This design comes from an exercise in tuning for small area, a short achievable clock period and few clock cycles per item on the open sky130 flow, not from production work.
At most, simulation tests tie the RTL to the original design; equivalence was not proved.
Only the layout flow was run in run 2; the RTL was not checked for function there.

==> flow/design.v (outline; a module is shown in full before it is edited, if it fits) <==
// module rsti_front: 55 lines
// module rsti_back: 150 lines
// module rsti_mac_lo: 499 lines
// module rsti_mac_hi: 436 lines
// module radix_string_to_integer_unit: 69 lines
module radix_string_to_integer_unit (
    input  logic                              i_clk,
    input  logic                              i_rst_n,
    input  logic                              i_valid,
    output logic                              o_ready,
    input  logic [7:0]                        i_ch,
    input  logic                              i_first,
    output logic                              o_valid,
    input  logic                              i_ready,
    output logic signed [rsti_pkg::VAL_W-1:0] o_value,
    input  logic                              i_cfg_we,
    input  logic [1:0]                        i_cfg_idx,
    input  logic [rsti_pkg::VAL_W-1:0]        i_cfg_data
);
  // ...
==> flow/flow/run.sh <==
#!/bin/bash
# Own flow: the standard layout (standard.sh, unchanged synthesis), with
# two changes:
#  - every input and output port still gets its own buffer, but a plain
#    sky130_fd_sc_hd__buf_1 rather than the delay cell buffer_ports picks by
#    itself;
#  - clock tree synthesis adds no dummy loads and drives the register
#    clusters with sky130_fd_sc_hd__clkbuf_4 (the tree above them is as
#    usual).
# standard.sh's output goes to standard.log; each ORFS step keeps its own log
# under orfs/logs/.
set -euo pipefail
bash standard.sh "BUFFER_PORTS_ARGS=-buffer_cell sky130_fd_sc_hd__buf_1" \
  "CTS_ARGS=-sink_clustering_enable -repair_clock_nets -dont_use_dummy_load -sink_clustering_buffer sky130_fd_sc_hd__clkbuf_4 -sink_clustering_size 15" \
  finish > standard.log 2>&1
==> flow/standard.sh <==
#!/bin/bash
# synth_recipe.tcl (not shown) runs the flow's synth.tcl, then flattens the netlist and writes it again
# the make line also repeats each setting of config.mk as NAME=value (left out here)
make -C /OpenROAD-flow-scripts/flow DESIGN_CONFIG=/design/flow/config.mk WORK_HOME=/design/flow/orfs CLKGATE_MAP_FILE= SYNTH_SCRIPT=/design/flow/synth_recipe.tcl "${@:-finish}"
==> flow/config.mk <==
export PLATFORM = sky130hd
export DESIGN_NAME = radix_string_to_integer_unit
export DESIGN_NICKNAME = radix_string_to_integer_unit
export VERILOG_FILES = /design/flow/design.v
export SDC_FILE = /design/flow/constraint.sdc
export NUM_CORES = 4
export LEC_CHECK = 0
export ABC_AREA = 1
export CAP_MARGIN = 20
export CORE_MARGIN = 2
export CORE_UTILIZATION = 55
export PLACE_DENSITY = 0.7
export SETUP_SLACK_MARGIN = 2.5
export SLEW_MARGIN = 20
==> flow/constraint.sdc <==
create_clock -name core_clock -period 6.5 [get_ports {i_clk}]
set_input_delay 1.3000 -clock core_clock [delete_from_list [all_inputs] [get_ports {i_clk}]]
set_output_delay 1.3000 -clock core_clock [all_outputs]
set_load 0.01 [all_outputs]
==> summary.txt, run 1 <==
STA
  – Fmax: 259 MHz
  – Worst slew pin tran: 1.07 ns
  – Tmin final: 3.86 ns
  – Unrepaired setup endpoints after global routing: true
  – Setup TNS: 0 ns

Setup path
  – CP Buf/Inv Count: 3
  – R2r setup slk: 2.64 ns
  – Critical path type: reg2reg
  – Worst setup EP type: register

Synth
  – Top-count cell post-synth: nand2_1
  – Async SR Flop Fraction: 0%
  – Post-Synth Adder-Cell Area: 16.3%

Finish
  – Num sequential: 236
  – Signal buffers: 188
  – Commonest non-fill, non-tap cell in the layout: nand2_1
  – Area Overhead vs Synth: 10.9%
  – Most frequent cells in the layout: nand2_1 (386), inv_1 (265), xor2_1 (250)

Hold path
  – Class of the worst hold path: reg2reg
  – Hold path depth: 1

Drt
  – Met2 Wirelength: 28.4 mm
  – Routed WL: 59.6 mm

Run status
  – Outcome: complete, no violations

CTS
  – Clock slew seen by the registers of the worst setup and hold paths: 0.06 ns
  – Max Root-Sink Buffers: 3

Global route
  – Vias in the first global route: 18200
Testbench counts, summed over its fixed seeds: cycles 18,815, items 18,783.
==> module rsti_mac_lo, before the edit <==
module rsti_mac_lo (
    input  logic [31:0] i_v,
    input  logic [7:0] i_b,
    input  logic [5:0] i_f,
    output logic [31:0] o_y,
    output logic o_c,
    output logic [4:0] o_ca,
    output logic [4:0] o_cb
);
    logic t0;
    logic t1;
    logic t2;
    logic t3;
    logic t4;
    logic t5;
    logic t6;
    logic t7;
    logic t8;
    logic t9;
    logic t10;
    logic t11;
    logic t12;
    logic t13;
    logic t14;
    logic t15;
    logic t16;
    logic t17;
    logic t18;
    logic t19;
    logic t20;
    logic t21;
    logic t22;
    logic t23;
    logic t24;
    logic t25;
    logic t26;
    logic t27;
    logic t28;
    logic t29;
    logic t30;
    logic t31;
    logic t32;
    logic t33;
    logic t34;
    logic t35;
    logic t36;
    logic t37;
    logic t38;
    logic t39;
    logic t40;
    logic t41;
    logic t42;
    logic t43;
    logic t44;
    logic t45;
    logic t46;
    logic t47;
    logic t48;
    logic t49;
    logic t50;
    logic t51;
    logic t52;
    logic t53;
    logic t54;
    logic t55;
    logic t56;
    logic t57;
    logic t58;
    logic t59;
    logic t60;
    logic t61;
    logic t62;
    logic t63;
    logic t64;
    logic t65;
    logic t66;
    logic t67;
    logic t68;
    logic t69;
    logic t70;
    logic t71;
    logic t72;
    logic t73;
    logic t74;
    logic t75;
    logic t76;
    logic t77;
    logic t78;
    logic t79;
    logic t80;
    logic t81;
    logic t82;
    logic t83;
    logic t84;
    logic t85;
    logic t86;
    logic t87;
    logic t88;
    logic t89;
    logic t90;
    logic t91;
    logic t92;
    logic t93;
    logic t94;
    logic t95;
    logic t96;
    logic t97;
    logic t98;
    logic t99;
    logic t100;
    logic t101;
    logic t102;
    logic t103;
    logic t104;
    logic t105;
    logic t106;
    logic t107;
    logic t108;
    logic t109;
    logic t110;
    logic t111;
    logic t112;
    logic t113;
    logic t114;
    logic t115;
    logic t116;
    logic t117;
    logic t118;
    logic t119;
    logic t120;
    logic t121;
    logic t122;
    logic t123;
    logic t124;
    logic t125;
    logic t126;
    logic t127;
    logic t128;
    logic t129;
    logic t130;
    logic t131;
    logic t132;
    logic t133;
    logic t134;
    logic t135;
    logic t136;
    logic t137;
    logic t138;
    logic t139;
    logic t140;
    logic t141;
    logic t142;
    logic t143;
    logic t144;
    logic t145;
    logic t146;
    logic t147;
    logic t148;
    logic t149;
    logic t150;
    logic t151;
    logic t152;
    logic t153;
    logic t154;
    logic t155;
    logic t156;
    logic t157;
    logic t158;
    logic t159;
    logic t160;
    logic t161;
    logic t162;
    logic t163;
    logic t164;
    logic t165;
    logic t166;
    logic t167;
    logic t168;
    logic t169;
    logic t170;
    logic t171;
    logic t172;
    logic t173;
    logic t174;
    logic t175;
    logic t176;
    logic t177;
    logic t178;
    logic t179;
    logic t180;
    logic t181;
    logic t182;
    logic t183;
    logic t184;
    logic t185;
    logic t186;
    logic t187;
    logic t188;
    logic t189;
    logic t190;
    logic t191;
    logic t192;
    logic t193;
    logic t194;
    logic t195;
    logic t196;
    logic t197;
    logic t198;
    logic t199;
    logic t200;
    logic t201;
    logic t202;
    logic t203;
    logic t204;
    logic t205;
    logic t206;
    logic t207;
    logic t208;
    logic t209;
    logic t210;
    logic t211;
    logic t212;
    logic t213;
    logic t214;
    logic t215;
    logic t216;
    logic t217;
    logic t218;
    logic t219;
    logic t220;
    logic t221;
    logic t222;
    logic t223;
    logic t224;
    logic t225;
    logic t226;
    logic t227;
    logic t228;
    logic t229;
    logic t230;
    logic t231;
    logic t232;
    logic t233;
    logic t234;
    logic t235;
    logic t236;
    logic t237;
    logic t238;
    logic t239;
    logic t240;
    logic t241;
    logic t242;
    assign t0 = ((i_b[0] & i_v[0])) ^ i_b[2];
    assign t1 = ((i_b[0] & i_v[1]) | (i_b[1] & i_v[0])) ^ i_b[2];
    assign t2 = ((i_b[0] & i_v[2]) | (i_b[1] & i_v[1])) ^ i_b[2];
    assign t3 = ((i_b[0] & i_v[3]) | (i_b[1] & i_v[2])) ^ i_b[2];
    assign t4 = ((i_b[0] & i_v[4]) | (i_b[1] & i_v[3])) ^ i_b[2];
    assign t5 = ((i_b[0] & i_v[5]) | (i_b[1] & i_v[4])) ^ i_b[2];
    assign t6 = ((i_b[0] & i_v[6]) | (i_b[1] & i_v[5])) ^ i_b[2];
    assign t7 = ((i_b[0] & i_v[7]) | (i_b[1] & i_v[6])) ^ i_b[2];
    assign t8 = ((i_b[0] & i_v[8]) | (i_b[1] & i_v[7])) ^ i_b[2];
    assign t9 = ((i_b[0] & i_v[9]) | (i_b[1] & i_v[8])) ^ i_b[2];
    assign t10 = ((i_b[0] & i_v[10]) | (i_b[1] & i_v[9])) ^ i_b[2];
    assign t11 = ((i_b[0] & i_v[11]) | (i_b[1] & i_v[10])) ^ i_b[2];
    assign t12 = ((i_b[0] & i_v[12]) | (i_b[1] & i_v[11])) ^ i_b[2];
    assign t13 = ((i_b[0] & i_v[13]) | (i_b[1] & i_v[12])) ^ i_b[2];
    assign t14 = ((i_b[0] & i_v[14]) | (i_b[1] & i_v[13])) ^ i_b[2];
    assign t15 = ((i_b[0] & i_v[15]) | (i_b[1] & i_v[14])) ^ i_b[2];
    assign t16 = ((i_b[0] & i_v[16]) | (i_b[1] & i_v[15])) ^ i_b[2];
    assign t17 = ((i_b[0] & i_v[17]) | (i_b[1] & i_v[16])) ^ i_b[2];
    assign t18 = ((i_b[0] & i_v[18]) | (i_b[1] & i_v[17])) ^ i_b[2];
    assign t19 = ((i_b[0] & i_v[19]) | (i_b[1] & i_v[18])) ^ i_b[2];
    assign t20 = ((i_b[0] & i_v[20]) | (i_b[1] & i_v[19])) ^ i_b[2];
    assign t21 = ((i_b[0] & i_v[21]) | (i_b[1] & i_v[20])) ^ i_b[2];
    assign t22 = ((i_b[0] & i_v[22]) | (i_b[1] & i_v[21])) ^ i_b[2];
    assign t23 = ((i_b[0] & i_v[23]) | (i_b[1] & i_v[22])) ^ i_b[2];
    assign t24 = ((i_b[0] & i_v[24]) | (i_b[1] & i_v[23])) ^ i_b[2];
    assign t25 = ((i_b[0] & i_v[25]) | (i_b[1] & i_v[24])) ^ i_b[2];
    assign t26 = ((i_b[0] & i_v[26]) | (i_b[1] & i_v[25])) ^ i_b[2];
    assign t27 = ((i_b[0] & i_v[27]) | (i_b[1] & i_v[26])) ^ i_b[2];
    assign t28 = ((i_b[0] & i_v[28]) | (i_b[1] & i_v[27])) ^ i_b[2];
    assign t29 = ((i_b[0] & i_v[29]) | (i_b[1] & i_v[28])) ^ i_b[2];
    assign t30 = ((i_b[0] & i_v[30]) | (i_b[1] & i_v[29])) ^ i_b[2];
    assign t31 = ((i_b[0] & i_v[31]) | (i_b[1] & i_v[30])) ^ i_b[2];
    assign t32 = ((i_b[1] & i_v[31])) ^ i_b[2];
    assign t33 = ((i_b[3] & i_v[0])) ^ i_b[5];
    assign t34 = ((i_b[3] & i_v[1]) | (i_b[4] & i_v[0])) ^ i_b[5];
    assign t35 = ((i_b[3] & i_v[2]) | (i_b[4] & i_v[1])) ^ i_b[5];
    assign t36 = ((i_b[3] & i_v[3]) | (i_b[4] & i_v[2])) ^ i_b[5];
    assign t37 = ((i_b[3] & i_v[4]) | (i_b[4] & i_v[3])) ^ i_b[5];
    assign t38 = ((i_b[3] & i_v[5]) | (i_b[4] & i_v[4])) ^ i_b[5];
    assign t39 = ((i_b[3] & i_v[6]) | (i_b[4] & i_v[5])) ^ i_b[5];
    assign t40 = ((i_b[3] & i_v[7]) | (i_b[4] & i_v[6])) ^ i_b[5];
    assign t41 = ((i_b[3] & i_v[8]) | (i_b[4] & i_v[7])) ^ i_b[5];
    assign t42 = ((i_b[3] & i_v[9]) | (i_b[4] & i_v[8])) ^ i_b[5];
    assign t43 = ((i_b[3] & i_v[10]) | (i_b[4] & i_v[9])) ^ i_b[5];
    assign t44 = ((i_b[3] & i_v[11]) | (i_b[4] & i_v[10])) ^ i_b[5];
    assign t45 = ((i_b[3] & i_v[12]) | (i_b[4] & i_v[11])) ^ i_b[5];
    assign t46 = ((i_b[3] & i_v[13]) | (i_b[4] & i_v[12])) ^ i_b[5];
    assign t47 = ((i_b[3] & i_v[14]) | (i_b[4] & i_v[13])) ^ i_b[5];
    assign t48 = ((i_b[3] & i_v[15]) | (i_b[4] & i_v[14])) ^ i_b[5];
    assign t49 = ((i_b[3] & i_v[16]) | (i_b[4] & i_v[15])) ^ i_b[5];
    assign t50 = ((i_b[3] & i_v[17]) | (i_b[4] & i_v[16])) ^ i_b[5];
    assign t51 = ((i_b[3] & i_v[18]) | (i_b[4] & i_v[17])) ^ i_b[5];
    assign t52 = ((i_b[3] & i_v[19]) | (i_b[4] & i_v[18])) ^ i_b[5];
    assign t53 = ((i_b[3] & i_v[20]) | (i_b[4] & i_v[19])) ^ i_b[5];
    assign t54 = ((i_b[3] & i_v[21]) | (i_b[4] & i_v[20])) ^ i_b[5];
    assign t55 = ((i_b[3] & i_v[22]) | (i_b[4] & i_v[21])) ^ i_b[5];
    assign t56 = ((i_b[3] & i_v[23]) | (i_b[4] & i_v[22])) ^ i_b[5];
    assign t57 = ((i_b[3] & i_v[24]) | (i_b[4] & i_v[23])) ^ i_b[5];
    assign t58 = ((i_b[3] & i_v[25]) | (i_b[4] & i_v[24])) ^ i_b[5];
    assign t59 = ((i_b[3] & i_v[26]) | (i_b[4] & i_v[25])) ^ i_b[5];
    assign t60 = ((i_b[3] & i_v[27]) | (i_b[4] & i_v[26])) ^ i_b[5];
    assign t61 = ((i_b[3] & i_v[28]) | (i_b[4] & i_v[27])) ^ i_b[5];
    assign t62 = ((i_b[3] & i_v[29]) | (i_b[4] & i_v[28])) ^ i_b[5];
    assign t63 = ((i_b[3] & i_v[30]) | (i_b[4] & i_v[29])) ^ i_b[5];
    assign t64 = ((i_b[3] & i_v[31]) | (i_b[4] & i_v[30])) ^ i_b[5];
    assign t65 = ((i_b[4] & i_v[31])) ^ i_b[5];
    assign t66 = (i_b[6] & i_v[0]);
    assign t67 = (i_b[6] & i_v[1]) | (i_b[7] & i_v[0]);
    assign t68 = (i_b[6] & i_v[2]) | (i_b[7] & i_v[1]);
    assign t69 = (i_b[6] & i_v[3]) | (i_b[7] & i_v[2]);
    assign t70 = (i_b[6] & i_v[4]) | (i_b[7] & i_v[3]);
    assign t71 = (i_b[6] & i_v[5]) | (i_b[7] & i_v[4]);
    assign t72 = (i_b[6] & i_v[6]) | (i_b[7] & i_v[5]);
    assign t73 = (i_b[6] & i_v[7]) | (i_b[7] & i_v[6]);
    assign t74 = (i_b[6] & i_v[8]) | (i_b[7] & i_v[7]);
    assign t75 = (i_b[6] & i_v[9]) | (i_b[7] & i_v[8]);
    assign t76 = (i_b[6] & i_v[10]) | (i_b[7] & i_v[9]);
    assign t77 = (i_b[6] & i_v[11]) | (i_b[7] & i_v[10]);
    assign t78 = (i_b[6] & i_v[12]) | (i_b[7] & i_v[11]);
    assign t79 = (i_b[6] & i_v[13]) | (i_b[7] & i_v[12]);
    assign t80 = (i_b[6] & i_v[14]) | (i_b[7] & i_v[13]);
    assign t81 = (i_b[6] & i_v[15]) | (i_b[7] & i_v[14]);
    assign t82 = (i_b[6] & i_v[16]) | (i_b[7] & i_v[15]);
    assign t83 = (i_b[6] & i_v[17]) | (i_b[7] & i_v[16]);
    assign t84 = (i_b[6] & i_v[18]) | (i_b[7] & i_v[17]);
    assign t85 = (i_b[6] & i_v[19]) | (i_b[7] & i_v[18]);
    assign t86 = (i_b[6] & i_v[20]) | (i_b[7] & i_v[19]);
    assign t87 = (i_b[6] & i_v[21]) | (i_b[7] & i_v[20]);
    assign t88 = (i_b[6] & i_v[22]) | (i_b[7] & i_v[21]);
    assign t89 = (i_b[6] & i_v[23]) | (i_b[7] & i_v[22]);
    assign t90 = (i_b[6] & i_v[24]) | (i_b[7] & i_v[23]);
    assign t91 = (i_b[6] & i_v[25]) | (i_b[7] & i_v[24]);
    assign t92 = (i_b[6] & i_v[26]) | (i_b[7] & i_v[25]);
    assign t93 = (i_b[6] & i_v[27]) | (i_b[7] & i_v[26]);
    assign t94 = (i_b[6] & i_v[28]) | (i_b[7] & i_v[27]);
    assign t95 = (i_b[6] & i_v[29]) | (i_b[7] & i_v[28]);
    assign t96 = (i_b[6] & i_v[30]) | (i_b[7] & i_v[29]);
    assign t97 = (i_b[6] & i_v[31]) | (i_b[7] & i_v[30]);
    assign t98 = (i_b[7] & i_v[31]);
    assign t99 = t2 ^ t33;
    assign t100 = t2 & t33;
    assign t101 = t3 ^ t34;
    assign t102 = t3 & t34;
    assign t103 = t4 ^ t35 ^ t66;
    assign t104 = (t4 & t35) | (t4 & t66) | (t35 & t66);
    assign t105 = t5 ^ t36 ^ t67;
    assign t106 = (t5 & t36) | (t5 & t67) | (t36 & t67);
    assign t107 = t6 ^ t37;
    assign t108 = t6 & t37;
    assign t109 = t7 ^ t38;
    assign t110 = t7 & t38;
    assign t111 = t8 ^ t39;
    assign t112 = t8 & t39;
    assign t113 = t9 ^ t40;
    assign t114 = t9 & t40;
    assign t115 = t10 ^ t41;
    assign t116 = t10 & t41;
    assign t117 = t11 ^ t42;
    assign t118 = t11 & t42;
    assign t119 = t12 ^ t43;
    assign t120 = t12 & t43;
    assign t121 = t13 ^ t44;
    assign t122 = t13 & t44;
    assign t123 = t14 ^ t45;
    assign t124 = t14 & t45;
    assign t125 = t15 ^ t46;
    assign t126 = t15 & t46;
    assign t127 = t16 ^ t47;
    assign t128 = t16 & t47;
    assign t129 = t17 ^ t48;
    assign t130 = t17 & t48;
    assign t131 = t18 ^ t49;
    assign t132 = t18 & t49;
    assign t133 = t19 ^ t50;
    assign t134 = t19 & t50;
    assign t135 = t20 ^ t51;
    assign t136 = t20 & t51;
    assign t137 = t21 ^ t52;
    assign t138 = t21 & t52;
    assign t139 = t22 ^ t53;
    assign t140 = t22 & t53;
    assign t141 = t23 ^ t54;
    assign t142 = t23 & t54;
    assign t143 = t24 ^ t55;
    assign t144 = t24 & t55;
    assign t145 = t25 ^ t56;
    assign t146 = t25 & t56;
    assign t147 = t26 ^ t57;
    assign t148 = t26 & t57;
    assign t149 = t27 ^ t58;
    assign t150 = t27 & t58;
    assign t151 = t28 ^ t59;
    assign t152 = t28 & t59;
    assign t153 = t29 ^ t60;
    assign t154 = t29 & t60;
    assign t155 = t30 ^ t61;
    assign t156 = t30 & t61;
    assign t157 = t31 ^ t62;
    assign t158 = t31 & t62;
    assign t159 = t32 ^ t63;
    assign t160 = t32 & t63;
    assign t161 = i_b[2] ^ t64;
    assign t162 = i_b[2] & t64;
    assign t163 = i_b[2] ^ t65;
    assign t164 = i_b[2] & t65;
    assign t165 = i_b[2] ^ i_b[5];
    assign t166 = i_b[2] & i_b[5];
    assign t167 = i_b[2] ^ i_b[5];
    assign t168 = i_b[2] & i_b[5];
    assign t169 = t0 ^ i_b[2];
    assign t170 = t0 & i_b[2];
    assign t171 = t1 ^ i_f[1];
    assign t172 = t1 & i_f[1];
    assign t173 = t99 ^ i_b[5] ^ i_f[2];
    assign t174 = (t99 & i_b[5]) | (t99 & i_f[2]) | (i_b[5] & i_f[2]);
    assign t175 = t100 ^ t101 ^ i_f[3];
    assign t176 = (t100 & t101) | (t100 & i_f[3]) | (t101 & i_f[3]);
    assign t177 = t102 ^ t103 ^ i_f[4];
    assign t178 = (t102 & t103) | (t102 & i_f[4]) | (t103 & i_f[4]);
    assign t179 = t104 ^ t105 ^ i_f[5];
    assign t180 = (t104 & t105) | (t104 & i_f[5]) | (t105 & i_f[5]);
    assign t181 = t106 ^ t107 ^ t68;
    assign t182 = (t106 & t107) | (t106 & t68) | (t107 & t68);
    assign t183 = t108 ^ t109 ^ t69;
    assign t184 = (t108 & t109) | (t108 & t69) | (t109 & t69);
    assign t185 = t110 ^ t111 ^ t70;
    assign t186 = (t110 & t111) | (t110 & t70) | (t111 & t70);
    assign t187 = t112 ^ t113 ^ t71;
    assign t188 = (t112 & t113) | (t112 & t71) | (t113 & t71);
    assign t189 = t114 ^ t115 ^ t72;
    assign t190 = (t114 & t115) | (t114 & t72) | (t115 & t72);
    assign t191 = t116 ^ t117 ^ t73;
    assign t192 = (t116 & t117) | (t116 & t73) | (t117 & t73);
    assign t193 = t118 ^ t119 ^ t74;
    assign t194 = (t118 & t119) | (t118 & t74) | (t119 & t74);
    assign t195 = t120 ^ t121 ^ t75;
    assign t196 = (t120 & t121) | (t120 & t75) | (t121 & t75);
    assign t197 = t122 ^ t123 ^ t76;
    assign t198 = (t122 & t123) | (t122 & t76) | (t123 & t76);
    assign t199 = t124 ^ t125 ^ t77;
    assign t200 = (t124 & t125) | (t124 & t77) | (t125 & t77);
    assign t201 = t126 ^ t127 ^ t78;
    assign t202 = (t126 & t127) | (t126 & t78) | (t127 & t78);
    assign t203 = t128 ^ t129 ^ t79;
    assign t204 = (t128 & t129) | (t128 & t79) | (t129 & t79);
    assign t205 = t130 ^ t131 ^ t80;
    assign t206 = (t130 & t131) | (t130 & t80) | (t131 & t80);
    assign t207 = t132 ^ t133 ^ t81;
    assign t208 = (t132 & t133) | (t132 & t81) | (t133 & t81);
    assign t209 = t134 ^ t135 ^ t82;
    assign t210 = (t134 & t135) | (t134 & t82) | (t135 & t82);
    assign t211 = t136 ^ t137 ^ t83;
    assign t212 = (t136 & t137) | (t136 & t83) | (t137 & t83);
    assign t213 = t138 ^ t139 ^ t84;
    assign t214 = (t138 & t139) | (t138 & t84) | (t139 & t84);
    assign t215 = t140 ^ t141 ^ t85;
    assign t216 = (t140 & t141) | (t140 & t85) | (t141 & t85);
    assign t217 = t142 ^ t143 ^ t86;
    assign t218 = (t142 & t143) | (t142 & t86) | (t143 & t86);
    assign t219 = t144 ^ t145 ^ t87;
    assign t220 = (t144 & t145) | (t144 & t87) | (t145 & t87);
    assign t221 = t146 ^ t147 ^ t88;
    assign t222 = (t146 & t147) | (t146 & t88) | (t147 & t88);
    assign t223 = t148 ^ t149 ^ t89;
    assign t224 = (t148 & t149) | (t148 & t89) | (t149 & t89);
    assign t225 = t150 ^ t151 ^ t90;
    assign t226 = (t150 & t151) | (t150 & t90) | (t151 & t90);
    assign t227 = t152 ^ t153 ^ t91;
    assign t228 = (t152 & t153) | (t152 & t91) | (t153 & t91);
    assign t229 = t154 ^ t155 ^ t92;
    assign t230 = (t154 & t155) | (t154 & t92) | (t155 & t92);
    assign t231 = t156 ^ t157 ^ t93;
    assign t232 = (t156 & t157) | (t156 & t93) | (t157 & t93);
    assign t233 = t158 ^ t159 ^ t94;
    assign t234 = (t158 & t159) | (t158 & t94) | (t159 & t94);
    assign t235 = t160 ^ t161 ^ t95;
    assign t236 = (t160 & t161) | (t160 & t95) | (t161 & t95);
    assign t237 = t162 ^ t163 ^ t96;
    assign t238 = (t162 & t163) | (t162 & t96) | (t163 & t96);
    assign t239 = t164 ^ t165 ^ t97;
    assign t240 = (t164 & t165) | (t164 & t97) | (t165 & t97);
    assign t241 = t166 ^ t167 ^ t98;
    assign t242 = (t166 & t167) | (t166 & t98) | (t167 & t98);
    assign {o_c, o_y} = {1'b0, t230, t228, t226, t224, t222, t220, t218, t216, t214, t212, t210, t208, t206, t204, t202, t200, t198, t196, t194, t192, t190, t188, t186, t184, t182, t180, t178, t176, t174, t172, t170, t169} + {1'b0, t231, t229, t227, t225, t223, t221, t219, t217, t215, t213, t211, t209, t207, t205, t203, t201, t199, t197, t195, t193, t191, t189, t187, t185, t183, t181, t179, t177, t175, t173, t171, i_f[0]};
    assign o_ca = {t240, t238, t236, t234, t232};
    assign o_cb = {t241, t239, t237, t235, t233};
endmodule
==> run 2: changes to the inputs <==
--- a/flow/design.v
+++ b/flow/design.v
@@ -500,16 +500,228 @@
     logic t235;
     logic t236;
     logic t237;
     logic t238;
     logic t239;
     logic t240;
     logic t241;
     logic t242;
+    logic t243;
+    logic t244;
+    logic t245;
+    logic t246;
+    logic t247;
+    logic t248;
+    logic t249;
+    logic t250;
+    logic t251;
+    logic t252;
+    logic t253;
+    logic t254;
+    logic t255;
+    logic t256;
+    logic t257;
+    logic t258;
+    logic t259;
+    logic t260;
+    logic t261;
+    logic t262;
+    logic t263;
+    logic t264;
+    logic t265;
+    logic t266;
+    logic t267;
+    logic t268;
+    logic t269;
+    logic t270;
+    logic t271;
+    logic t272;
+    logic t273;
+    logic t274;
+    logic t275;
+    logic t276;
+    logic t277;
+    logic t278;
+    logic t279;
+    logic t280;
+    logic t281;
+    logic t282;
+    logic t283;
+    logic t284;
+    logic t285;
+    logic t286;
+    logic t287;
+    logic t288;
+    logic t289;
+    logic t290;
+    logic t291;
+    logic t292;
+    logic t293;
+    logic t294;
+    logic t295;
+    logic t296;
+    logic t297;
+    logic t298;
+    logic t299;
+    logic t300;
+    logic t301;
+    logic t302;
+    logic t303;
+    logic t304;
+    logic t305;
+    logic t306;
+    logic t307;
+    logic t308;
+    logic t309;
+    logic t310;
+    logic t311;
+    logic t312;
+    logic t313;
+    logic t314;
+    logic t315;
+    logic t316;
+    logic t317;
+    logic t318;
+    logic t319;
+    logic t320;
+    logic t321;
+    logic t322;
+    logic t323;
+    logic t324;
+    logic t325;
+    logic t326;
+    logic t327;
+    logic t328;
+    logic t329;
+    logic t330;
+    logic t331;
+    logic t332;
+    logic t333;
+    logic t334;
+    logic t335;
+    logic t336;
+    logic t337;
+    logic t338;
+    logic t339;
+    logic t340;
+    logic t341;
+    logic t342;
+    logic t343;
+    logic t344;
+    logic t345;
+    logic t346;
+    logic t347;
+    logic t348;
+    logic t349;
+    logic t350;
+    logic t351;
+    logic t352;
+    logic t353;
+    logic t354;
+    logic t355;
+    logic t356;
+    logic t357;
+    logic t358;
+    logic t359;
+    logic t360;
+    logic t361;
+    logic t362;
+    logic t363;
+    logic t364;
+    logic t365;
+    logic t366;
+    logic t367;
+    logic t368;
+    logic t369;
+    logic t370;
+    logic t371;
+    logic t372;
+    logic t373;
+    logic t374;
+    logic t375;
+    logic t376;
+    logic t377;
+    logic t378;
+    logic t379;
+    logic t380;
+    logic t381;
+    logic t382;
+    logic t383;
+    logic t384;
+    logic t385;
+    logic t386;
+    logic t387;
+    logic t388;
+    logic t389;
+    logic t390;
+    logic t391;
+    logic t392;
+    logic t393;
+    logic t394;
+    logic t395;
+    logic t396;
+    logic t397;
+    logic t398;
+    logic t399;
+    logic t400;
+    logic t401;
+    logic t402;
+    logic t403;
+    logic t404;
+    logic t405;
+    logic t406;
+    logic t407;
+    logic t408;
+    logic t409;
+    logic t410;
+    logic t411;
+    logic t412;
+    logic t413;
+    logic t414;
+    logic t415;
+    logic t416;
+    logic t417;
+    logic t418;
+    logic t419;
+    logic t420;
+    logic t421;
+    logic t422;
+    logic t423;
+    logic t424;
+    logic t425;
+    logic t426;
+    logic t427;
+    logic t428;
+    logic t429;
+    logic t430;
+    logic t431;
+    logic t432;
+    logic t433;
+    logic t434;
+    logic t435;
+    logic t436;
+    logic t437;
+    logic t438;
+    logic t439;
+    logic t440;
+    logic t441;
+    logic t442;
+    logic t443;
+    logic t444;
+    logic t445;
+    logic t446;
+    logic t447;
+    logic t448;
+    logic t449;
+    logic t450;
+    logic t451;
+    logic t452;
+    logic t453;
+    logic t454;
     assign t0 = ((i_b[0] & i_v[0])) ^ i_b[2];
     assign t1 = ((i_b[0] & i_v[1]) | (i_b[1] & i_v[0])) ^ i_b[2];
     assign t2 = ((i_b[0] & i_v[2]) | (i_b[1] & i_v[1])) ^ i_b[2];
     assign t3 = ((i_b[0] & i_v[3]) | (i_b[1] & i_v[2])) ^ i_b[2];
     assign t4 = ((i_b[0] & i_v[4]) | (i_b[1] & i_v[3])) ^ i_b[2];
     assign t5 = ((i_b[0] & i_v[5]) | (i_b[1] & i_v[4])) ^ i_b[2];
     assign t6 = ((i_b[0] & i_v[6]) | (i_b[1] & i_v[5])) ^ i_b[2];
     assign t7 = ((i_b[0] & i_v[7]) | (i_b[1] & i_v[6])) ^ i_b[2];
@@ -743,17 +955,261 @@
     assign t235 = t160 ^ t161 ^ t95;
     assign t236 = (t160 & t161) | (t160 & t95) | (t161 & t95);
     assign t237 = t162 ^ t163 ^ t96;
     assign t238 = (t162 & t163) | (t162 & t96) | (t163 & t96);
     assign t239 = t164 ^ t165 ^ t97;
     assign t240 = (t164 & t165) | (t164 & t97) | (t165 & t97);
     assign t241 = t166 ^ t167 ^ t98;
     assign t242 = (t166 & t167) | (t166 & t98) | (t167 & t98);
-    assign {o_c, o_y} = {1'b0, t230, t228, t226, t224, t222, t220, t218, t216, t214, t212, t210, t208, t206, t204, t202, t200, t198, t196, t194, t192, t190, t188, t186, t184, t182, t180, t178, t176, t174, t172, t170, t169} + {1'b0, t231, t229, t227, t225, t223, t221, t219, t217, t215, t213, t211, t209, t207, t205, t203, t201, t199, t197, t195, t193, t191, t189, t187, t185, t183, t181, t179, t177, t175, t173, t171, i_f[0]};
+    assign t243 = t169 & i_f[0];
+    assign t244 = t169 ^ i_f[0];
+    assign t245 = t170 & t171;
+    assign t246 = t170 ^ t171;
+    assign t247 = t172 & t173;
+    assign t248 = t172 ^ t173;
+    assign t249 = t174 & t175;
+    assign t250 = t174 ^ t175;
+    assign t251 = t176 & t177;
+    assign t252 = t176 ^ t177;
+    assign t253 = t178 & t179;
+    assign t254 = t178 ^ t179;
+    assign t255 = t180 & t181;
+    assign t256 = t180 ^ t181;
+    assign t257 = t182 & t183;
+    assign t258 = t182 ^ t183;
+    assign t259 = t184 & t185;
+    assign t260 = t184 ^ t185;
+    assign t261 = t186 & t187;
+    assign t262 = t186 ^ t187;
+    assign t263 = t188 & t189;
+    assign t264 = t188 ^ t189;
+    assign t265 = t190 & t191;
+    assign t266 = t190 ^ t191;
+    assign t267 = t192 & t193;
+    assign t268 = t192 ^ t193;
+    assign t269 = t194 & t195;
+    assign t270 = t194 ^ t195;
+    assign t271 = t196 & t197;
+    assign t272 = t196 ^ t197;
+    assign t273 = t198 & t199;
+    assign t274 = t198 ^ t199;
+    assign t275 = t200 & t201;
+    assign t276 = t200 ^ t201;
+    assign t277 = t202 & t203;
+    assign t278 = t202 ^ t203;
+    assign t279 = t204 & t205;
+    assign t280 = t204 ^ t205;
+    assign t281 = t206 & t207;
+    assign t282 = t206 ^ t207;
+    assign t283 = t208 & t209;
+    assign t284 = t208 ^ t209;
+    assign t285 = t210 & t211;
+    assign t286 = t210 ^ t211;
+    assign t287 = t212 & t213;
+    assign t288 = t212 ^ t213;
+    assign t289 = t214 & t215;
+    assign t290 = t214 ^ t215;
+    assign t291 = t216 & t217;
+    assign t292 = t216 ^ t217;
+    assign t293 = t218 & t219;
+    assign t294 = t218 ^ t219;
+    assign t295 = t220 & t221;
+    assign t296 = t220 ^ t221;
+    assign t297 = t222 & t223;
+    assign t298 = t222 ^ t223;
+    assign t299 = t224 & t225;
+    assign t300 = t224 ^ t225;
+    assign t301 = t226 & t227;
+    assign t302 = t226 ^ t227;
+    assign t303 = t228 & t229;
+    assign t304 = t228 ^ t229;
+    assign t305 = t230 & t231;
+    assign t306 = t230 ^ t231;
+    assign t307 = t245 | (t246 & t243);
+    assign t308 = t246 & t244;
+    assign t309 = t249 | (t250 & t247);
+    assign t310 = t250 & t248;
+    assign t311 = t253 | (t254 & t251);
+    assign t312 = t254 & t252;
+    assign t313 = t257 | (t258 & t255);
+    assign t314 = t258 & t256;
+    assign t315 = t261 | (t262 & t259);
+    assign t316 = t262 & t260;
+    assign t317 = t265 | (t266 & t263);
+    assign t318 = t266 & t264;
+    assign t319 = t269 | (t270 & t267);
+    assign t320 = t270 & t268;
+    assign t321 = t273 | (t274 & t271);
+    assign t322 = t274 & t272;
+    assign t323 = t277 | (t278 & t275);
+    assign t324 = t278 & t276;
+    assign t325 = t281 | (t282 & t279);
+    assign t326 = t282 & t280;
+    assign t327 = t285 | (t286 & t283);
+    assign t328 = t286 & t284;
+    assign t329 = t289 | (t290 & t287);
+    assign t330 = t290 & t288;
+    assign t331 = t293 | (t294 & t291);
+    assign t332 = t294 & t292;
+    assign t333 = t297 | (t298 & t295);
+    assign t334 = t298 & t296;
+    assign t335 = t301 | (t302 & t299);
+    assign t336 = t302 & t300;
+    assign t337 = t305 | (t306 & t303);
+    assign t338 = t306 & t304;
+    assign t339 = t309 | (t310 & t307);
+    assign t340 = t310 & t308;
+    assign t341 = t313 | (t314 & t311);
+    assign t342 = t314 & t312;
+    assign t343 = t317 | (t318 & t315);
+    assign t344 = t318 & t316;
+    assign t345 = t321 | (t322 & t319);
+    assign t346 = t322 & t320;
+    assign t347 = t325 | (t326 & t323);
+    assign t348 = t326 & t324;
+    assign t349 = t329 | (t330 & t327);
+    assign t350 = t330 & t328;
+    assign t351 = t333 | (t334 & t331);
+    assign t352 = t334 & t332;
+    assign t353 = t337 | (t338 & t335);
+    assign t354 = t338 & t336;
+    assign t355 = t341 | (t342 & t339);
+    assign t356 = t342 & t340;
+    assign t357 = t345 | (t346 & t343);
+    assign t358 = t346 & t344;
+    assign t359 = t349 | (t350 & t347);
+    assign t360 = t350 & t348;
+    assign t361 = t353 | (t354 & t351);
+    assign t362 = t354 & t352;
+    assign t363 = t357 | (t358 & t355);
+    assign t364 = t358 & t356;
+    assign t365 = t361 | (t362 & t359);
+    assign t366 = t362 & t360;
+    assign t367 = t365 | (t366 & t363);
+    assign t368 = t366 & t364;
+    assign t369 = t359 | (t360 & t363);
+    assign t370 = t360 & t364;
+    assign t371 = t343 | (t344 & t355);
+    assign t372 = t344 & t356;
+    assign t373 = t347 | (t348 & t363);
+    assign t374 = t348 & t364;
+    assign t375 = t351 | (t352 & t369);
+    assign t376 = t352 & t370;
+    assign t377 = t311 | (t312 & t339);
+    assign t378 = t312 & t340;
+    assign t379 = t315 | (t316 & t355);
+    assign t380 = t316 & t356;
+    assign t381 = t319 | (t320 & t371);
+    assign t382 = t320 & t372;
+    assign t383 = t323 | (t324 & t363);
+    assign t384 = t324 & t364;
+    assign t385 = t327 | (t328 & t373);
+    assign t386 = t328 & t374;
+    assign t387 = t331 | (t332 & t369);
+    assign t388 = t332 & t370;
+    assign t389 = t335 | (t336 & t375);
+    assign t390 = t336 & t376;
+    assign t391 = t247 | (t248 & t307);
+    assign t392 = t248 & t308;
+    assign t393 = t251 | (t252 & t339);
+    assign t394 = t252 & t340;
+    assign t395 = t255 | (t256 & t377);
+    assign t396 = t256 & t378;
+    assign t397 = t259 | (t260 & t355);
+    assign t398 = t260 & t356;
+    assign t399 = t263 | (t264 & t379);
+    assign t400 = t264 & t380;
+    assign t401 = t267 | (t268 & t371);
+    assign t402 = t268 & t372;
+    assign t403 = t271 | (t272 & t381);
+    assign t404 = t272 & t382;
+    assign t405 = t275 | (t276 & t363);
+    assign t406 = t276 & t364;
+    assign t407 = t279 | (t280 & t383);
+    assign t408 = t280 & t384;
+    assign t409 = t283 | (t284 & t373);
+    assign t410 = t284 & t374;
+    assign t411 = t287 | (t288 & t385);
+    assign t412 = t288 & t386;
+    assign t413 = t291 | (t292 & t369);
+    assign t414 = t292 & t370;
+    assign t415 = t295 | (t296 & t387);
+    assign t416 = t296 & t388;
+    assign t417 = t299 | (t300 & t375);
+    assign t418 = t300 & t376;
+    assign t419 = t303 | (t304 & t389);
+    assign t420 = t304 & t390;
+    assign t421 = 1'b0 | (1'b0 & t367);
+    assign t422 = 1'b0 & t368;
+    assign t423 = t246 ^ t243;
+    assign t424 = t248 ^ t307;
+    assign t425 = t250 ^ t391;
+    assign t426 = t252 ^ t339;
+    assign t427 = t254 ^ t393;
+    assign t428 = t256 ^ t377;
+    assign t429 = t258 ^ t395;
+    assign t430 = t260 ^ t355;
+    assign t431 = t262 ^ t397;
+    assign t432 = t264 ^ t379;
+    assign t433 = t266 ^ t399;
+    assign t434 = t268 ^ t371;
+    assign t435 = t270 ^ t401;
+    assign t436 = t272 ^ t381;
+    assign t437 = t274 ^ t403;
+    assign t438 = t276 ^ t363;
+    assign t439 = t278 ^ t405;
+    assign t440 = t280 ^ t383;
+    assign t441 = t282 ^ t407;
+    assign t442 = t284 ^ t373;
+    assign t443 = t286 ^ t409;
+    assign t444 = t288 ^ t385;
+    assign t445 = t290 ^ t411;
+    assign t446 = t292 ^ t369;
+    assign t447 = t294 ^ t413;
+    assign t448 = t296 ^ t387;
+    assign t449 = t298 ^ t415;
+    assign t450 = t300 ^ t375;
+    assign t451 = t302 ^ t417;
+    assign t452 = t304 ^ t389;
+    assign t453 = t306 ^ t419;
+    assign t454 = 1'b0 ^ t367;
+    assign o_y[0] = t244;
+    assign o_y[1] = t423;
+    assign o_y[2] = t424;
+    assign o_y[3] = t425;
+    assign o_y[4] = t426;
+    assign o_y[5] = t427;
+    assign o_y[6] = t428;
+    assign o_y[7] = t429;
+    assign o_y[8] = t430;
+    assign o_y[9] = t431;
+    assign o_y[10] = t432;
+    assign o_y[11] = t433;
+    assign o_y[12] = t434;
+    assign o_y[13] = t435;
+    assign o_y[14] = t436;
+    assign o_y[15] = t437;
+    assign o_y[16] = t438;
+    assign o_y[17] = t439;
+    assign o_y[18] = t440;
+    assign o_y[19] = t441;
+    assign o_y[20] = t442;
+    assign o_y[21] = t443;
+    assign o_y[22] = t444;
+    assign o_y[23] = t445;
+    assign o_y[24] = t446;
+    assign o_y[25] = t447;
+    assign o_y[26] = t448;
+    assign o_y[27] = t449;
+    assign o_y[28] = t450;
+    assign o_y[29] = t451;
+    assign o_y[30] = t452;
+    assign o_y[31] = t453;
+    assign o_c = t454;
     assign o_ca = {t240, t238, t236, t234, t232};
     assign o_cb = {t241, t239, t237, t235, t233};
 endmodule
 module rsti_mac_hi (
     input  logic [31:0] i_v,
     input  logic [7:0] i_b,
     input  logic [4:0] i_c,
     output logic [31:0] o_y
@@ -967,16 +1423,225 @@
     logic t206;
     logic t207;
     logic t208;
     logic t209;
     logic t210;
     logic t211;
     logic t212;
     logic t213;
+    logic t214;
+    logic t215;
+    logic t216;
+    logic t217;
+    logic t218;
+    logic t219;
+    logic t220;
+    logic t221;
+    logic t222;
+    logic t223;
+    logic t224;
+    logic t225;
+    logic t226;
+    logic t227;
+    logic t228;
+    logic t229;
+    logic t230;
+    logic t231;
+    logic t232;
+    logic t233;
+    logic t234;
+    logic t235;
+    logic t236;
+    logic t237;
+    logic t238;
+    logic t239;
+    logic t240;
+    logic t241;
+    logic t242;
+    logic t243;
+    logic t244;
+    logic t245;
+    logic t246;
+    logic t247;
+    logic t248;
+    logic t249;
+    logic t250;
+    logic t251;
+    logic t252;
+    logic t253;
+    logic t254;
+    logic t255;
+    logic t256;
+    logic t257;
+    logic t258;
+    logic t259;
+    logic t260;
+    logic t261;
+    logic t262;
+    logic t263;
+    logic t264;
+    logic t265;
+    logic t266;
+    logic t267;
+    logic t268;
+    logic t269;
+    logic t270;
+    logic t271;
+    logic t272;
+    logic t273;
+    logic t274;
+    logic t275;
+    logic t276;
+    logic t277;
+    logic t278;
+    logic t279;
+    logic t280;
+    logic t281;
+    logic t282;
+    logic t283;
+    logic t284;
+    logic t285;
+    logic t286;
+    logic t287;
+    logic t288;
+    logic t289;
+    logic t290;
+    logic t291;
+    logic t292;
+    logic t293;
+    logic t294;
+    logic t295;
+    logic t296;
+    logic t297;
+    logic t298;
+    logic t299;
+    logic t300;
+    logic t301;
+    logic t302;
+    logic t303;
+    logic t304;
+    logic t305;
+    logic t306;
+    logic t307;
+    logic t308;
+    logic t309;
+    logic t310;
+    logic t311;
+    logic t312;
+    logic t313;
+    logic t314;
+    logic t315;
+    logic t316;
+    logic t317;
+    logic t318;
+    logic t319;
+    logic t320;
+    logic t321;
+    logic t322;
+    logic t323;
+    logic t324;
+    logic t325;
+    logic t326;
+    logic t327;
+    logic t328;
+    logic t329;
+    logic t330;
+    logic t331;
+    logic t332;
+    logic t333;
+    logic t334;
+    logic t335;
+    logic t336;
+    logic t337;
+    logic t338;
+    logic t339;
+    logic t340;
+    logic t341;
+    logic t342;
+    logic t343;
+    logic t344;
+    logic t345;
+    logic t346;
+    logic t347;
+    logic t348;
+    logic t349;
+    logic t350;
+    logic t351;
+    logic t352;
+    logic t353;
+    logic t354;
+    logic t355;
+    logic t356;
+    logic t357;
+    logic t358;
+    logic t359;
+    logic t360;
+    logic t361;
+    logic t362;
+    logic t363;
+    logic t364;
+    logic t365;
+    logic t366;
+    logic t367;
+    logic t368;
+    logic t369;
+    logic t370;
+    logic t371;
+    logic t372;
+    logic t373;
+    logic t374;
+    logic t375;
+    logic t376;
+    logic t377;
+    logic t378;
+    logic t379;
+    logic t380;
+    logic t381;
+    logic t382;
+    logic t383;
+    logic t384;
+    logic t385;
+    logic t386;
+    logic t387;
+    logic t388;
+    logic t389;
+    logic t390;
+    logic t391;
+    logic t392;
+    logic t393;
+    logic t394;
+    logic t395;
+    logic t396;
+    logic t397;
+    logic t398;
+    logic t399;
+    logic t400;
+    logic t401;
+    logic t402;
+    logic t403;
+    logic t404;
+    logic t405;
+    logic t406;
+    logic t407;
+    logic t408;
+    logic t409;
+    logic t410;
+    logic t411;
+    logic t412;
+    logic t413;
+    logic t414;
+    logic t415;
+    logic t416;
+    logic t417;
+    logic t418;
+    logic t419;
+    logic t420;
+    logic t421;
+    logic t422;
     assign t0 = ((i_b[0] & i_v[0])) ^ i_b[2];
     assign t1 = ((i_b[0] & i_v[1]) | (i_b[1] & i_v[0])) ^ i_b[2];
     assign t2 = ((i_b[0] & i_v[2]) | (i_b[1] & i_v[1])) ^ i_b[2];
     assign t3 = ((i_b[0] & i_v[3]) | (i_b[1] & i_v[2])) ^ i_b[2];
     assign t4 = ((i_b[0] & i_v[4]) | (i_b[1] & i_v[3])) ^ i_b[2];
     assign t5 = ((i_b[0] & i_v[5]) | (i_b[1] & i_v[4])) ^ i_b[2];
     assign t6 = ((i_b[0] & i_v[6]) | (i_b[1] & i_v[5])) ^ i_b[2];
     assign t7 = ((i_b[0] & i_v[7]) | (i_b[1] & i_v[6])) ^ i_b[2];
@@ -1181,17 +1846,257 @@
     assign t206 = t141 ^ t142 ^ t86;
     assign t207 = (t141 & t142) | (t141 & t86) | (t142 & t86);
     assign t208 = t143 ^ t144 ^ t87;
     assign t209 = (t143 & t144) | (t143 & t87) | (t144 & t87);
     assign t210 = t145 ^ t146 ^ t88;
     assign t211 = (t145 & t146) | (t145 & t88) | (t146 & t88);
     assign t212 = t147 ^ t148 ^ t89;
     assign t213 = (t147 & t148) | (t147 & t89) | (t148 & t89);
-    assign o_y = {t211, t209, t207, t205, t203, t201, t199, t197, t195, t193, t191, t189, t187, t185, t183, t181, t179, t177, t175, t173, t171, t169, t167, t165, t163, t161, t159, t157, t155, t153, t151, t150} + {t212, t210, t208, t206, t204, t202, t200, t198, t196, t194, t192, t190, t188, t186, t184, t182, t180, t178, t176, t174, t172, t170, t168, t166, t164, t162, t160, t158, t156, t154, t152, i_c[0]};
+    assign t214 = t150 & i_c[0];
+    assign t215 = t150 ^ i_c[0];
+    assign t216 = t151 & t152;
+    assign t217 = t151 ^ t152;
+    assign t218 = t153 & t154;
+    assign t219 = t153 ^ t154;
+    assign t220 = t155 & t156;
+    assign t221 = t155 ^ t156;
+    assign t222 = t157 & t158;
+    assign t223 = t157 ^ t158;
+    assign t224 = t159 & t160;
+    assign t225 = t159 ^ t160;
+    assign t226 = t161 & t162;
+    assign t227 = t161 ^ t162;
+    assign t228 = t163 & t164;
+    assign t229 = t163 ^ t164;
+    assign t230 = t165 & t166;
+    assign t231 = t165 ^ t166;
+    assign t232 = t167 & t168;
+    assign t233 = t167 ^ t168;
+    assign t234 = t169 & t170;
+    assign t235 = t169 ^ t170;
+    assign t236 = t171 & t172;
+    assign t237 = t171 ^ t172;
+    assign t238 = t173 & t174;
+    assign t239 = t173 ^ t174;
+    assign t240 = t175 & t176;
+    assign t241 = t175 ^ t176;
+    assign t242 = t177 & t178;
+    assign t243 = t177 ^ t178;
+    assign t244 = t179 & t180;
+    assign t245 = t179 ^ t180;
+    assign t246 = t181 & t182;
+    assign t247 = t181 ^ t182;
+    assign t248 = t183 & t184;
+    assign t249 = t183 ^ t184;
+    assign t250 = t185 & t186;
+    assign t251 = t185 ^ t186;
+    assign t252 = t187 & t188;
+    assign t253 = t187 ^ t188;
+    assign t254 = t189 & t190;
+    assign t255 = t189 ^ t190;
+    assign t256 = t191 & t192;
+    assign t257 = t191 ^ t192;
+    assign t258 = t193 & t194;
+    assign t259 = t193 ^ t194;
+    assign t260 = t195 & t196;
+    assign t261 = t195 ^ t196;
+    assign t262 = t197 & t198;
+    assign t263 = t197 ^ t198;
+    assign t264 = t199 & t200;
+    assign t265 = t199 ^ t200;
+    assign t266 = t201 & t202;
+    assign t267 = t201 ^ t202;
+    assign t268 = t203 & t204;
+    assign t269 = t203 ^ t204;
+    assign t270 = t205 & t206;
+    assign t271 = t205 ^ t206;
+    assign t272 = t207 & t208;
+    assign t273 = t207 ^ t208;
+    assign t274 = t209 & t210;
+    assign t275 = t209 ^ t210;
+    assign t276 = t211 & t212;
+    assign t277 = t211 ^ t212;
+    assign t278 = t216 | (t217 & t214);
+    assign t279 = t217 & t215;
+    assign t280 = t220 | (t221 & t218);
+    assign t281 = t221 & t219;
+    assign t282 = t224 | (t225 & t222);
+    assign t283 = t225 & t223;
+    assign t284 = t228 | (t229 & t226);
+    assign t285 = t229 & t227;
+    assign t286 = t232 | (t233 & t230);
+    assign t287 = t233 & t231;
+    assign t288 = t236 | (t237 & t234);
+    assign t289 = t237 & t235;
+    assign t290 = t240 | (t241 & t238);
+    assign t291 = t241 & t239;
+    assign t292 = t244 | (t245 & t242);
+    assign t293 = t245 & t243;
+    assign t294 = t248 | (t249 & t246);
+    assign t295 = t249 & t247;
+    assign t296 = t252 | (t253 & t250);
+    assign t297 = t253 & t251;
+    assign t298 = t256 | (t257 & t254);
+    assign t299 = t257 & t255;
+    assign t300 = t260 | (t261 & t258);
+    assign t301 = t261 & t259;
+    assign t302 = t264 | (t265 & t262);
+    assign t303 = t265 & t263;
+    assign t304 = t268 | (t269 & t266);
+    assign t305 = t269 & t267;
+    assign t306 = t272 | (t273 & t270);
+    assign t307 = t273 & t271;
+    assign t308 = t276 | (t277 & t274);
+    assign t309 = t277 & t275;
+    assign t310 = t280 | (t281 & t278);
+    assign t311 = t281 & t279;
+    assign t312 = t284 | (t285 & t282);
+    assign t313 = t285 & t283;
+    assign t314 = t288 | (t289 & t286);
+    assign t315 = t289 & t287;
+    assign t316 = t292 | (t293 & t290);
+    assign t317 = t293 & t291;
+    assign t318 = t296 | (t297 & t294);
+    assign t319 = t297 & t295;
+    assign t320 = t300 | (t301 & t298);
+    assign t321 = t301 & t299;
+    assign t322 = t304 | (t305 & t302);
+    assign t323 = t305 & t303;
+    assign t324 = t308 | (t309 & t306);
+    assign t325 = t309 & t307;
+    assign t326 = t312 | (t313 & t310);
+    assign t327 = t313 & t311;
+    assign t328 = t316 | (t317 & t314);
+    assign t329 = t317 & t315;
+    assign t330 = t320 | (t321 & t318);
+    assign t331 = t321 & t319;
+    assign t332 = t324 | (t325 & t322);
+    assign t333 = t325 & t323;
+    assign t334 = t328 | (t329 & t326);
+    assign t335 = t329 & t327;
+    assign t336 = t332 | (t333 & t330);
+    assign t337 = t333 & t331;
+    assign t338 = t336 | (t337 & t334);
+    assign t339 = t337 & t335;
+    assign t340 = t330 | (t331 & t334);
+    assign t341 = t331 & t335;
+    assign t342 = t314 | (t315 & t326);
+    assign t343 = t315 & t327;
+    assign t344 = t318 | (t319 & t334);
+    assign t345 = t319 & t335;
+    assign t346 = t322 | (t323 & t340);
+    assign t347 = t323 & t341;
+    assign t348 = t282 | (t283 & t310);
+    assign t349 = t283 & t311;
+    assign t350 = t286 | (t287 & t326);
+    assign t351 = t287 & t327;
+    assign t352 = t290 | (t291 & t342);
+    assign t353 = t291 & t343;
+    assign t354 = t294 | (t295 & t334);
+    assign t355 = t295 & t335;
+    assign t356 = t298 | (t299 & t344);
+    assign t357 = t299 & t345;
+    assign t358 = t302 | (t303 & t340);
+    assign t359 = t303 & t341;
+    assign t360 = t306 | (t307 & t346);
+    assign t361 = t307 & t347;
+    assign t362 = t218 | (t219 & t278);
+    assign t363 = t219 & t279;
+    assign t364 = t222 | (t223 & t310);
+    assign t365 = t223 & t311;
+    assign t366 = t226 | (t227 & t348);
+    assign t367 = t227 & t349;
+    assign t368 = t230 | (t231 & t326);
+    assign t369 = t231 & t327;
+    assign t370 = t234 | (t235 & t350);
+    assign t371 = t235 & t351;
+    assign t372 = t238 | (t239 & t342);
+    assign t373 = t239 & t343;
+    assign t374 = t242 | (t243 & t352);
+    assign t375 = t243 & t353;
+    assign t376 = t246 | (t247 & t334);
+    assign t377 = t247 & t335;
+    assign t378 = t250 | (t251 & t354);
+    assign t379 = t251 & t355;
+    assign t380 = t254 | (t255 & t344);
+    assign t381 = t255 & t345;
+    assign t382 = t258 | (t259 & t356);
+    assign t383 = t259 & t357;
+    assign t384 = t262 | (t263 & t340);
+    assign t385 = t263 & t341;
+    assign t386 = t266 | (t267 & t358);
+    assign t387 = t267 & t359;
+    assign t388 = t270 | (t271 & t346);
+    assign t389 = t271 & t347;
+    assign t390 = t274 | (t275 & t360);
+    assign t391 = t275 & t361;
+    assign t392 = t217 ^ t214;
+    assign t393 = t219 ^ t278;
+    assign t394 = t221 ^ t362;
+    assign t395 = t223 ^ t310;
+    assign t396 = t225 ^ t364;
+    assign t397 = t227 ^ t348;
+    assign t398 = t229 ^ t366;
+    assign t399 = t231 ^ t326;
+    assign t400 = t233 ^ t368;
+    assign t401 = t235 ^ t350;
+    assign t402 = t237 ^ t370;
+    assign t403 = t239 ^ t342;
+    assign t404 = t241 ^ t372;
+    assign t405 = t243 ^ t352;
+    assign t406 = t245 ^ t374;
+    assign t407 = t247 ^ t334;
+    assign t408 = t249 ^ t376;
+    assign t409 = t251 ^ t354;
+    assign t410 = t253 ^ t378;
+    assign t411 = t255 ^ t344;
+    assign t412 = t257 ^ t380;
+    assign t413 = t259 ^ t356;
+    assign t414 = t261 ^ t382;
+    assign t415 = t263 ^ t340;
+    assign t416 = t265 ^ t384;
+    assign t417 = t267 ^ t358;
+    assign t418 = t269 ^ t386;
+    assign t419 = t271 ^ t346;
+    assign t420 = t273 ^ t388;
+    assign t421 = t275 ^ t360;
+    assign t422 = t277 ^ t390;
+    assign o_y[0] = t215;
+    assign o_y[1] = t392;
+    assign o_y[2] = t393;
+    assign o_y[3] = t394;
+    assign o_y[4] = t395;
+    assign o_y[5] = t396;
+    assign o_y[6] = t397;
+    assign o_y[7] = t398;
+    assign o_y[8] = t399;
+    assign o_y[9] = t400;
+    assign o_y[10] = t401;
+    assign o_y[11] = t402;
+    assign o_y[12] = t403;
+    assign o_y[13] = t404;
+    assign o_y[14] = t405;
+    assign o_y[15] = t406;
+    assign o_y[16] = t407;
+    assign o_y[17] = t408;
+    assign o_y[18] = t409;
+    assign o_y[19] = t410;
+    assign o_y[20] = t411;
+    assign o_y[21] = t412;
+    assign o_y[22] = t413;
+    assign o_y[23] = t414;
+    assign o_y[24] = t415;
+    assign o_y[25] = t416;
+    assign o_y[26] = t417;
+    assign o_y[27] = t418;
+    assign o_y[28] = t419;
+    assign o_y[29] = t420;
+    assign o_y[30] = t421;
+    assign o_y[31] = t422;
 endmodule
 module radix_string_to_integer_unit (
     input  logic                              i_clk,
     input  logic                              i_rst_n,
     input  logic                              i_valid,
     output logic                              o_ready,
     input  logic [7:0]                        i_ch,
     input  logic                              i_first,
--- a/flow/flow/run.sh
+++ b/flow/flow/run.sh
@@ -6,10 +6,10 @@
 #    itself;
 #  - clock tree synthesis adds no dummy loads and drives the register
 #    clusters with sky130_fd_sc_hd__clkbuf_4 (the tree above them is as
 #    usual).
 # standard.sh's output goes to standard.log; each ORFS step keeps its own log
 # under orfs/logs/.
 set -euo pipefail
 bash standard.sh "BUFFER_PORTS_ARGS=-buffer_cell sky130_fd_sc_hd__buf_1" \
-  "CTS_ARGS=-sink_clustering_enable -repair_clock_nets -dont_use_dummy_load -sink_clustering_buffer sky130_fd_sc_hd__clkbuf_4 -sink_clustering_size 15" \
+  "CTS_ARGS=-sink_clustering_enable -repair_clock_nets -dont_use_dummy_load -sink_clustering_buffer sky130_fd_sc_hd__clkbuf_4" \
   finish > standard.log 2>&1
--- a/flow/config.mk
+++ b/flow/config.mk
@@ -5,10 +5,10 @@
 export SDC_FILE = /design/flow/constraint.sdc
 export NUM_CORES = 4
 export LEC_CHECK = 0
 export ABC_AREA = 1
 export CAP_MARGIN = 20
 export CORE_MARGIN = 2
 export CORE_UTILIZATION = 55
 export PLACE_DENSITY = 0.7
-export SETUP_SLACK_MARGIN = 2.5
+export SETUP_SLACK_MARGIN = 2.6
 export SLEW_MARGIN = 20
==> run 2 against run 1 <==
Effect of this change: via count fell by 9.6%; critical path depth rose by 4; critical path type unchanged.
==> summary.txt, run 2 <==
Global route
  – Initial antenna violation count: 1 (was 2)
  – Remaining Overflow, GRT: 0 (unchanged)
  – Largest net degree at the start of global routing: 83 (was 95)
  – Tot GR Track Use: 29.4% (was 32.3%)
  – First-pass GRT wire length: 84.1 mm (was 94.1 mm)
  – Vias in the first global route: 16600 (was 18200)

Finish
  – Multi-input gate area: 13100 µm² (was 13200 µm²)
  – Area Overhead vs Synth: 16.5% (was 10.9%)
  – Layout net count: 2774 (was 3020)
  – Largest regs: r_digits_high x64, r_digits_low x64 (unchanged)
  – Fillcell total: 2768 (was 3239)
  – Commonest non-fill, non-tap cell in the layout: nand2_1 (unchanged)
  – Reg area: 4850 µm² (was 4840 µm²)
  – Most frequent cells in the layout: nand2_1 (294), xor2_1 (252), dfxtp_1 (214) (was nand2_1 (386), inv_1 (265), xor2_1 (250))
  – Ratio of cells with drive above 1 in the final layout: 15.6% (was 8.35%)
  – Core Util, Final: 64.9% (was 61.9%)

STA
  – Final setup vio count: 0 (unchanged)
  – Relative slew slack: 35.2% (was 28.2%)
  – Worst Skew: 0.0412 ns (was 0.0431 ns)
  – Setup TNS: 0 ns (unchanged)
  – Worst slew pin tran: 0.967 ns (was 1.07 ns)
  – Final Max Tran Viols: 0 (unchanged)
  – Fmax: 220 MHz (was 259 MHz)
  – Unrepaired setup endpoints after global routing: true (unchanged)
  – Final Hold Viols: 0 (unchanged)
  – Final period utilization: 69.9% (was 59.4%)
  – Tmin final: 4.55 ns (was 3.86 ns)

Setup path
  – Worst r2r dst: u_back.r_hi[31] (was u_back.r_lo[29])
  – Critical path type: reg2reg (unchanged)
  – Crit path arrival time: 4.98 ns (was 4.23 ns)
  – Most used cell, CP: xor2_1 (was nand2_1)
  – Crit-path slowest cell: fa_1 (unchanged)
  – Max stage delay on crit path: 0.42 ns (was 0.53 ns)
  – CP startpoint kind: register (unchanged)
  – Crit-path max FO: 7 (was 48)
  – R2r setup slk: 1.95 ns (was 2.64 ns)
  – Reg2reg start: u_back.r_hi[2] (was r_booth[0])
  – Critical Path RT: 6.93 ns (was 6.88 ns)
  – Worst setup EP type: register (unchanged)
  – Worst r2r path cells: 28 (was 24)

Drt
  – DR vias/cell: 5.86 (was 5.91)
  – DRC: 0 (unchanged)
  – Post-route ant nets: 0 (unchanged)
  – Max layer used: met4 (was met5)
  – DRT Pass-1 Iters: 6 (was 5)
  – Routed WL: 52.8 mm (was 59.6 mm)
  – Drt wl/cell: 18.2 µm (was 18.7 µm)
  – Via count: 17000 (was 18800)
  – Wl on met1: 21.0 mm (was 24.7 mm)
  – Iteration-0 DRC Markers: 1356 (was 1465)
  – Met3 Wirelength: 3.59 mm (was 4.22 mm)
  – Met2 Wirelength: 25.5 mm (was 28.4 mm)

Synth
  – Sequential fraction of the synthesis area: 25.9% (was 24.9%)
  – Synth Area in Compound Gates: 17.4% (was 20.7%)
  – Avg Cell Area, Syn: 8.16 µm² (was 7.44 µm²)
  – Synth Area in Simple Gates: 14.2% (was 16.7%)
  – Async SR Flop Fraction: 0% (unchanged)
  – Largest family of logic cells by synthesized area: adder cells (was compound AO/OA/AOI/OAI gates)
  – Mapped Cells: 2283 (was 2600)
  – Top cells by count, synth: nand2_1 (307), xor2_1 (262), dfxtp_1 (227), inv_1 (226), o22ai_1 (180) (was nand2_1 (391), inv_1 (270), xor2_1 (254), dfxtp_1 (227), a21oi_1 (195))
  – Mux contribution to synthesized area: 0% (unchanged)
  – Synth area leaders: dfxtp_1 (24%), xor2_1 (12%), fa_1 (11%) (was dfxtp_1 (23%), xor2_1 (11%), ha_1 (9.0%))
  – Xor/xnor share of the synthesized area: 14.3% (was 12.7%)
  – Syn_nets: 2599 (was 2889)
  – Post-synth EDFFs: 9 (unchanged)
  – Post-synth top area share: 24.4% (was 23.5%)
  – Ys flop type: dfxtp_1 (unchanged)
  – Yosys warnings: 3 (unchanged)
  – Post-synthesis register bit count: 236 (unchanged)
  – Dominant cell type by area after synthesis: dfxtp_1 (unchanged)
  – Post-Synth Adder-Cell Area: 19.9% (was 16.3%)
  – Top-count cell post-synth: nand2_1 (unchanged)
  – Yosys cell types: 56 (was 58)
  – Synthesized area: 18600 µm² (was 19300 µm²)

Die
  – Core Area: 33400 µm² (was 34600 µm²)
  – Initial Utilization: 55.7% (was 55.9%)
  – Chip width: 188 µm (was 192 µm)
  – # IOs: 146 (unchanged)
  – Die area: 35300 µm² (was 36700 µm²)
  – FP Rows: 67 (was 68)
  – Die Height: 188 µm (was 192 µm)

CTS
  – TritonCTS clock tree: done (unchanged)
  – Clock slew seen by the registers of the worst setup and hold paths: 0.06 ns (about the same)
  – Worst-Skew Late Latency: 0.53 ns (was 0.54 ns)
  – Inserted Clock Buffers: 68 (was 71)
  – CTS H-tree lvls: 3 (unchanged)
  – Cts hold-fix bufs: 0 (unchanged)
  – Max Root-Sink Buffers: 3 (unchanged)
  – Root buffer cell: clkbuf_16 (unchanged)
  – TritonCTS Sinks: 236 (unchanged)

Place
  – I/O Buffers: 145 (unchanged)
  – Final Wtd Congestion: 0.926 (was 0.976)
  – DP Wirelength: 34.7 mm (was 40.4 mm)

Hold path
  – Class of the worst hold path: reg2reg (unchanged)
  – Worst Hold End: r_digits_high[43] (was r_rm1[0])
  – Hold path depth: 2 (was 1)
  – Hold Crit Start: r_digits_high[43] (was r_rm1[0])

Flow run
  – Max-cap violations: 0 (unchanged)

Run status
  – Outcome: complete, no violations (unchanged)
## run 2: layer usage
metal  up-vias  track usage, %
met3       197            5.58
met4         0            15.9
met5         -               0
met1      8057            35.4
met2       696            49.5
li1       8074               -
## run 2: cell families after synthesis
group,after synthesis
xor gates and xnor gates,305
adders and majority gates,237
and+or+nand+nor,607
AOI/OAI and AO/OA,515
DFF,236
buffers and inverters,383
## run 2: repair_timing
| item | 4_1_cts | 5_1_grt |
|---|---|---|
| pin swaps | 49 | 44 |
| cloned | 9 | 0 |
| setup buffers | 49 | 14 |
| gates resized for setup | 87 | 85 |
| setup endpoints to repair | 53 | 51 |
## run 2: critical path, delay by kind of cell, from the launching register on
kind	cells	cell delay [ns]
buf+inv	4	0.32
compound gates	7	1.19
xor+xnor	5	0.92
simple gates	8	0.53
fa+ha+maj	4	1.12
flops	1	0.36
## run 2: worst max path at each step
stage | start | to | slack [ns] | cells after the start
2_1_floorplan | r_booth[4] | u_back.r_hi[31] | 2.06 | 28
3_3_place_gp | r_booth[3] | u_back.r_hi[31] | 1.47 | 25
3_5_place_dp | r_booth[3] | u_back.r_hi[31] | 1.35 | 26
4_1_cts | r_booth[3] | u_back.r_hi[31] | 2.05 | 25
5_1_grt | u_back.r_hi[2] | u_back.r_hi[31] | 1.71 | 28
6_report | u_back.r_hi[2] | u_back.r_hi[31] | 1.95 | 28
## run 2: stage by stage
step | std cells | setup slack [ns] | cell area [µm²] | hold WS [ns]
floorplan | 2283 | 2.06 | 18900 | 0.436
global placement | 2764 | 1.47 | 19500 | 0.453
detailed placement | 2764 | 1.35 | 19500 | 0.456
CTS | 2890 | 2.05 | 21100 | 0.466
global route | 2904 | 1.71 | 21700 | 0.485
finish | 2905 | 1.95 | 21700 | 0.467
## run 2: final cells by class
class	instances	share of cell area, %
Antenna cell	1	0.0115
Clock buffer	68	3.08
Inverter	247	4.52
Multi-Input combinational cell	1664	60.2
Sequential cell	236	22.4
Tap cell	448	2.58
Timing Repair Buffer	237	7.11
Timing Repair inverter	4	0.162

[re-timing with driven ports]
How much do the figures lean on ideal ports? The routed layouts below were timed once more, with nothing changed but the port constraints.
Step 1 assumes that a clkbuf_16 drives the clock port and a buf_2 every other input.
Step 2 also shifts input and output timing later by t, the mid clock arrival at the registers, as if the neighbouring blocks saw the same clock.
Three values: ideal ports, drivers, drivers and shift; two values: the first two.
| run | t (ns) | slack for setup (ns) | pins driven straight from the clock port |
|---|---|---|---|
| run 1 | 0.573 | 2.642 / 2.642 / 2.259 | 1 |
| run 2 | 0.565 | 1.954 / 1.954 / 1.954 | 1 |
After both steps every run listed still meets setup and hold. For run 1, which loses most, drivers alone change the setup slack by 0.000 ns; drivers and shift together by -0.383 ns.
